This design comes from an exercise in tuning for small area on the open sky130 flow, not from production work.
Only simulation tests tie the RTL to the original design; equivalence was not proved.
Power is estimated from default activity; no workload was simulated.

## PW
==> flow/design.v (excerpt) <==
module pdm_mic_top (
    input  logic                    clk_i,
    input  logic                    rst_n_i,
    input  logic                    clear_i,
    input  logic [7-1:0] decim_i,
    input  logic                    pdm_data_i,
    input  logic                    rd_en_i,
    output logic                    pdm_clk_o,
    output logic [16-1:0] audio_o,
    output logic                    audio_valid_o,
    output logic                    clip_o,
    output logic                    overflow_o
);
For scale: about 460 flip-flops, about 32 I/O pins, about 13000 sq um of cells after synthesis.
clock: 10.0 ns
lec_check: 0
cap_margin: 20
core_margin: 2
core_utilization: 84
cts_cluster_diameter: 60
cts_cluster_size: 30
place_density: 0.9
slew_margin: 20
standard.sh (not shown) runs the stock make flow with config.mk's settings and CLKGATE_MAP_FILE= SYNTH_SCRIPT=/design/flow/synth_recipe.tcl, a recipe that flattens the netlist after the stock synthesis.
==> flow/flow/run.sh <==
#!/bin/bash
# Own flow: the standard layout (standard.sh), with the port buffers made
# from the smallest buffer cell, clock-tree synthesis without dummy loads,
# and power recovery (downsizing of cells with timing slack) after global
# routing.
set -euo pipefail
export BUFFER_PORTS_ARGS="-buffer_cell sky130_fd_sc_hd__buf_1"
export CTS_ARGS="-sink_clustering_enable -repair_clock_nets -sink_clustering_size 30 -sink_clustering_max_diameter 60 -dont_use_dummy_load"
export RECOVER_POWER=100
bash standard.sh > standard_flow.log 2>&1
Complete run, failing final checks: PW, reason max-capacitance violations, max-slew violations.
--- input diff PW..MS ---
==> flow/flow/run.sh <==
#!/bin/bash
# Own flow: the standard layout (standard.sh), with the port buffers made
# from the smallest buffer cell and clock-tree synthesis without dummy loads.
set -euo pipefail
export BUFFER_PORTS_ARGS="-buffer_cell sky130_fd_sc_hd__buf_1"
export CTS_ARGS="-sink_clustering_enable -repair_clock_nets -sink_clustering_size 30 -sink_clustering_max_diameter 60 -dont_use_dummy_load"
bash standard.sh > standard_flow.log 2>&1
Results
- Comparing PW and MS, the lower max capacitance violation total is on MS.
- Against PW as the reference, MS delivers a lower max-slew violation count.
- Area added between synthesis and finish for MS: 0.43 points up relative to PW
- Clock network fraction of design power essentially unchanged between MS and PW.
- Area of all placed cells without fillers (MS vs. PW) increases slightly
- Looking at PW and MS, the switching part of the total is a wash.
- Diff PW and MS: setup slack lower in PW
- MS finished all stages; the layout is clean.
- Changes observed in MS relative to PW: via count of the first global-routing pass has remained practically unchanged, clock period minus final worst setup slack has decreased, number of DRC violations after detailed-routing iteration 0 has decreased, highest clock frequency the design can meet has increased.

---

Another version of the RTL of pdm_mic_top (not shown whole).
For scale: roughly 32 I/O pins, roughly 0.014 mm2 of cells after synthesis.
==> flow/config.mk <==
export PLATFORM = sky130hd
export DESIGN_NAME = pdm_mic_top
export DESIGN_NICKNAME = pdm_mic_top
export VERILOG_FILES = /design/flow/design.v
export SDC_FILE = /design/flow/constraint.sdc
export NUM_CORES = 4
export LEC_CHECK = 0
export CAP_MARGIN = 20
export CORE_MARGIN = 2
export CORE_UTILIZATION = 70
export CTS_CLUSTER_DIAMETER = 60
export CTS_CLUSTER_SIZE = 30
export PLACE_DENSITY = 0.8
export SLEW_MARGIN = 20
==> flow/constraint.sdc <==
create_clock -name core_clock -period 10.0 [get_ports {clk_i}]
set_input_delay 2.0000 -clock core_clock [delete_from_list [all_inputs] [get_ports {clk_i}]]
set_output_delay 2.0000 -clock core_clock [all_outputs]
set_load 0.01 [all_outputs]
==> flow/flow/run.sh <==
#!/bin/bash
set -euo pipefail
export BUFFER_PORTS_ARGS="-buffer_cell sky130_fd_sc_hd__buf_1"
export CTS_ARGS="-sink_clustering_enable -repair_clock_nets -sink_clustering_size 25 -sink_clustering_max_diameter 50 -dont_use_dummy_load -root_buf sky130_fd_sc_hd__clkbuf_16 -buf_list sky130_fd_sc_hd__clkbuf_8 sky130_fd_sc_hd__clkbuf_16"
bash standard.sh > standard_flow.log 2>&1
The baseline died in clock tree synthesis (STA-0564).
==> next run, changes <==
==> flow/flow/run.sh (replaced) <==
#!/bin/bash
set -euo pipefail
export BUFFER_PORTS_ARGS="-buffer_cell sky130_fd_sc_hd__buf_1"
export CTS_ARGS="-sink_clustering_enable -repair_clock_nets -sink_clustering_size 25 -sink_clustering_max_diameter 50 -dont_use_dummy_load -root_buf sky130_fd_sc_hd__clkbuf_16 -buf_list {sky130_fd_sc_hd__clkbuf_8 sky130_fd_sc_hd__clkbuf_16}"
bash standard.sh > standard_flow.log 2>&1
Outcome: The changed run ran to the end with no violations. Synthesized cell count does not change. Synthesized area is unchanged.

-- what the ideal ports hide --
No port has a modelled driver above. Below, the same layouts with a new extraction and two added sets of constraints.
Step 1: set_driving_cell puts a clkbuf_16 on clk_i and a buf_2 on each other input, an assumption about the parent block.
Step 2 moves the port delays by t, midway between the first and last clock arrival at a register: inputs arrive t later, outputs are due t later. That takes back most of the time a late clock gives input paths.
Three values: ideal ports, drivers, drivers and shift; two values: the first two.
| run | t (ns) | slack for setup (ns) | hold WS [ns] | worst setup path at the end | clock arrival spread, ns |
|---|---|---|---|---|---|
| PW | 0.558 | 3.485 / 3.485 / 3.485 | 0.326 / 0.326 / 0.326 | register to register | 0.056 / 0.055 |
| MS | 0.558 | 4.508 / 4.508 / 4.508 | 0.331 / 0.331 / 0.331 | register to register | 0.052 / 0.052 |
| the second run of note 2 | 0.541 | 4.476 / 4.476 / 4.476 | 0.284 / 0.284 / 0.284 | register to register | 0.043 / 0.043 |
